From an optimization exercise on the open Yosys and OpenROAD flow, aimed at small area and few clock cycles per item; shortcuts taken in it are not production practice.
Where RTL was checked, it was by simulation tests only, not by an equivalence proof against the original.

==> flow/design.v <==
package ref_seq_reader_pkg;
  localparam int ADDR_W = 25;
  localparam int LEN_W  = 25;
endpackage
module ref_seq_reader #(
  parameter int REF_LENGTH = 128,
  parameter int DRAM_WIDTH = 128,
  parameter int NB         = 3     
) (
  input  logic                  clk,
  input  logic                  rst,
  input  logic [ref_seq_reader_pkg::ADDR_W-1:0] ref_addr_in,
  input  logic [ref_seq_reader_pkg::LEN_W-1:0] ref_length_in,
  input  logic                  ref_info_valid_in,
  output logic [2*REF_LENGTH-1:0] ref_seq_block_out,
  output logic                  ref_seq_block_valid_out,
  input  logic                  ref_seq_block_rdy_in,
  output logic [ref_seq_reader_pkg::ADDR_W-1:0] dram_rd_addr_out,
  output logic                  dram_rd_req_out,
  input  logic                  dram_rd_ack_in,
  input  logic [DRAM_WIDTH-1:0] dram_rd_data_in,
  input  logic                  dram_rd_data_valid_in,
  output logic                  busy_out,
  output logic                  job_overflow_out
);
  localparam int AW = ref_seq_reader_pkg::ADDR_W;
  localparam int LW = ref_seq_reader_pkg::LEN_W;
  localparam int DW = DRAM_WIDTH;
  localparam int RW = $clog2(NB + 1);
  logic          cur_valid;
  logic [AW-1:0] rd_addr;
  logic [LW:0]   rem;           
  logic          pend_valid;
  logic [AW-1:0] pend_addr;
  logic [LW-1:0] pend_len;
  logic          overflow;
  logic [RW-1:0] res;           
  logic [DW-1:0] mem_lo [NB];
  logic [DW-1:0] mem_hi [NB];
  logic [NB-1:0] full;
  logic [NB-1:0] wp, rp;
  logic          wh;            
  logic          desc_ok, credit, req, ack, last, take, pop, push, head_full, byp, valid;
  logic [DW-1:0] out_lo, out_hi;
  always_comb begin
    desc_ok   = ref_info_valid_in & (ref_length_in != '0);
    head_full = |(full & rp);
    byp       = ~head_full & dram_rd_data_valid_in & wh;
    valid     = head_full | byp;
    pop       = valid & ref_seq_block_rdy_in;
    push      = dram_rd_data_valid_in & wh;
    credit    = (res != RW'(NB)) | pop;
    req       = cur_valid & (rem[0] | credit);
    ack       = req & dram_rd_ack_in;
    last      = ack & (rem == (LW+1)'(1));
    take      = ack & ~rem[0];
  end
  always_ff @(posedge clk) begin
    if (rst) begin
      cur_valid  <= 1'b0;
      pend_valid <= 1'b0;
      overflow   <= 1'b0;
      res        <= '0;
      full       <= '0;
      wp         <= NB'(1);
      rp         <= NB'(1);
      wh         <= 1'b0;
    end else begin
      res <= res + RW'(take) - RW'(pop);
      if (ack) begin
        rd_addr <= rd_addr + AW'(1);
        rem     <= rem - (LW+1)'(1);
      end
      if (~cur_valid | last) begin
        cur_valid <= pend_valid;
        if (pend_valid) begin
          rd_addr <= pend_addr;
          rem     <= {pend_len, 1'b0};
        end
        pend_valid <= 1'b0;
      end
      if (desc_ok) begin
        if (pend_valid & cur_valid) begin
          overflow <= 1'b1;
        end else begin
          pend_valid <= 1'b1;
          pend_addr  <= ref_addr_in;
          pend_len   <= ref_length_in;
        end
      end
      if (dram_rd_data_valid_in) wh <= ~wh;
      if (push) wp <= {wp[NB-2:0], wp[NB-1]};
      if (pop) rp <= {rp[NB-2:0], rp[NB-1]};
      full <= (full | (push ? wp : '0)) & ~(pop ? rp : '0);
    end
  end
  logic [NB-1:0] clr, set_lo, set_hi;
  always_comb begin
    clr    = (pop ? rp : '0) | {NB{rst}};
    set_lo = (dram_rd_data_valid_in & ~wh & ~rst) ? wp : '0;
    set_hi = (dram_rd_data_valid_in &  wh & ~rst) ? (wp & ~clr) : '0;
  end
  always_ff @(posedge clk) begin
    for (int i = 0; i < NB; i++) begin
      mem_lo[i] <= (mem_lo[i] & {DW{~clr[i]}}) | (dram_rd_data_in & {DW{set_lo[i]}});
      mem_hi[i] <= (mem_hi[i] & {DW{~clr[i]}}) | (dram_rd_data_in & {DW{set_hi[i]}});
    end
  end
  always_comb begin
    out_lo = '0;
    out_hi = '0;
    for (int i = 0; i < NB; i++) begin
      out_lo = out_lo | ({DW{rp[i]}} & mem_lo[i]);
      out_hi = out_hi | ({DW{rp[i]}} & mem_hi[i]);
    end
    out_hi = out_hi | ({DW{~head_full}} & dram_rd_data_in);
  end
  assign ref_seq_block_out       = {out_hi, out_lo};
  assign ref_seq_block_valid_out = valid;
  assign dram_rd_req_out         = req;
  assign dram_rd_addr_out        = rd_addr;
  assign busy_out                = cur_valid | pend_valid | (res != '0);
  assign job_overflow_out        = overflow;
endmodule
clock: 5.0 ns
lec_check: 0
cap_margin: 20
core_margin: 2
core_utilization: 75
place_density: 0.85
slew_margin: 20
standard.sh (not shown) runs the stock make flow with config.mk's settings and CLKGATE_MAP_FILE= SYNTH_SCRIPT=/design/flow/synth_recipe.tcl, a recipe that flattens the netlist after the stock synthesis.
==> flow/flow/run.sh <==
#!/bin/bash
# The standard ORFS layout (standard.sh), with two changes to how it is built: the port
# buffers use the smallest buffer cell, and the clock tree is built from clkbuf_8 cells in
# sink clusters of up to 15 flip-flops within 50 um, without dummy loads.
# All of make's output goes to layout.log in the work folder; ORFS's own per-step logs stay
# under orfs/logs.
set -euo pipefail
bash standard.sh \
  "BUFFER_PORTS_ARGS=-buffer_cell sky130_fd_sc_hd__buf_1" \
  "CTS_ARGS=-sink_clustering_enable -repair_clock_nets -dont_use_dummy_load -buf_list sky130_fd_sc_hd__clkbuf_8 -sink_clustering_size 15 -sink_clustering_max_diameter 50" \
  finish > layout.log 2>&1
Next try:
--- a/flow/design.v
+++ b/flow/design.v
@@ -42,4 +42,5 @@
   logic          wh;            
   logic          desc_ok, credit, req, ack, last, take, pop, push, head_full, byp, valid;
+  logic [NB-1:0] sel;
   logic [DW-1:0] out_lo, out_hi;
   always_comb begin
@@ -95,22 +96,17 @@
     end
   end
-  logic [NB-1:0] clr, set_lo, set_hi;
-  always_comb begin
-    clr    = (pop ? rp : '0) | {NB{rst}};
-    set_lo = (dram_rd_data_valid_in & ~wh & ~rst) ? wp : '0;
-    set_hi = (dram_rd_data_valid_in &  wh & ~rst) ? (wp & ~clr) : '0;
-  end
   always_ff @(posedge clk) begin
     for (int i = 0; i < NB; i++) begin
-      mem_lo[i] <= (mem_lo[i] & {DW{~clr[i]}}) | (dram_rd_data_in & {DW{set_lo[i]}});
-      mem_hi[i] <= (mem_hi[i] & {DW{~clr[i]}}) | (dram_rd_data_in & {DW{set_hi[i]}});
+      if (dram_rd_data_valid_in && !wh && wp[i]) mem_lo[i] <= dram_rd_data_in;
+      if (dram_rd_data_valid_in && wh && wp[i]) mem_hi[i] <= dram_rd_data_in;
     end
   end
   always_comb begin
+    sel    = rp & full;
     out_lo = '0;
     out_hi = '0;
     for (int i = 0; i < NB; i++) begin
       out_lo = out_lo | ({DW{rp[i]}} & mem_lo[i]);
-      out_hi = out_hi | ({DW{rp[i]}} & mem_hi[i]);
+      out_hi = out_hi | ({DW{sel[i]}} & mem_hi[i]);
     end
     out_hi = out_hi | ({DW{~head_full}} & dram_rd_data_in);
- worst setup slack gains 0.039 ns
- cell area increases by 2.7%
- fmax rises by 0.88%
- clock-buffer cell count increases by 1
- sequential share of layout area grows by 19 points
- hold slack is better by 0.015 ns
Testbench counts after the change, summed over its fixed seeds: cycles 22,109, blocks 5,250.
For the first run of this note, only the layout was checked, not whether the RTL still works.

## separate check: timing with driven ports
The results above use ideal ports. As a check the final layouts listed here were re-extracted and re-timed, cells and wires unchanged.
Step 1 (the two cells are an assumption about what drives the block):
set clk [get_ports {clk}]
set_driving_cell -lib_cell sky130_fd_sc_hd__clkbuf_16 $clk
set_driving_cell -lib_cell sky130_fd_sc_hd__buf_2 [delete_from_list [all_inputs] $clk]
Step 2 adds t to the input delays and takes it off the output delays; t is the mean of the earliest and latest rising clock arrival at the registers after step 1. Input paths then give back, and output paths get back, about the clock's delay inside the block.
Slacks: no drivers / after step 1 / after step 2; pairs: no drivers / after step 1.
run | t (ns) | setup slack, ns | worst setup path at the end | clock arrival spread, ns | worst slew at a driven data input, ns
the first run | 0.722 | 0.557 / 0.499 / 0.813 | register to register | 0.052 / 0.052 | 0.11
the second run | 0.710 | 0.596 / 0.541 / 1.028 | register to register | 0.047 / 0.047 | 0.11
After both steps every run listed still meets setup and hold.
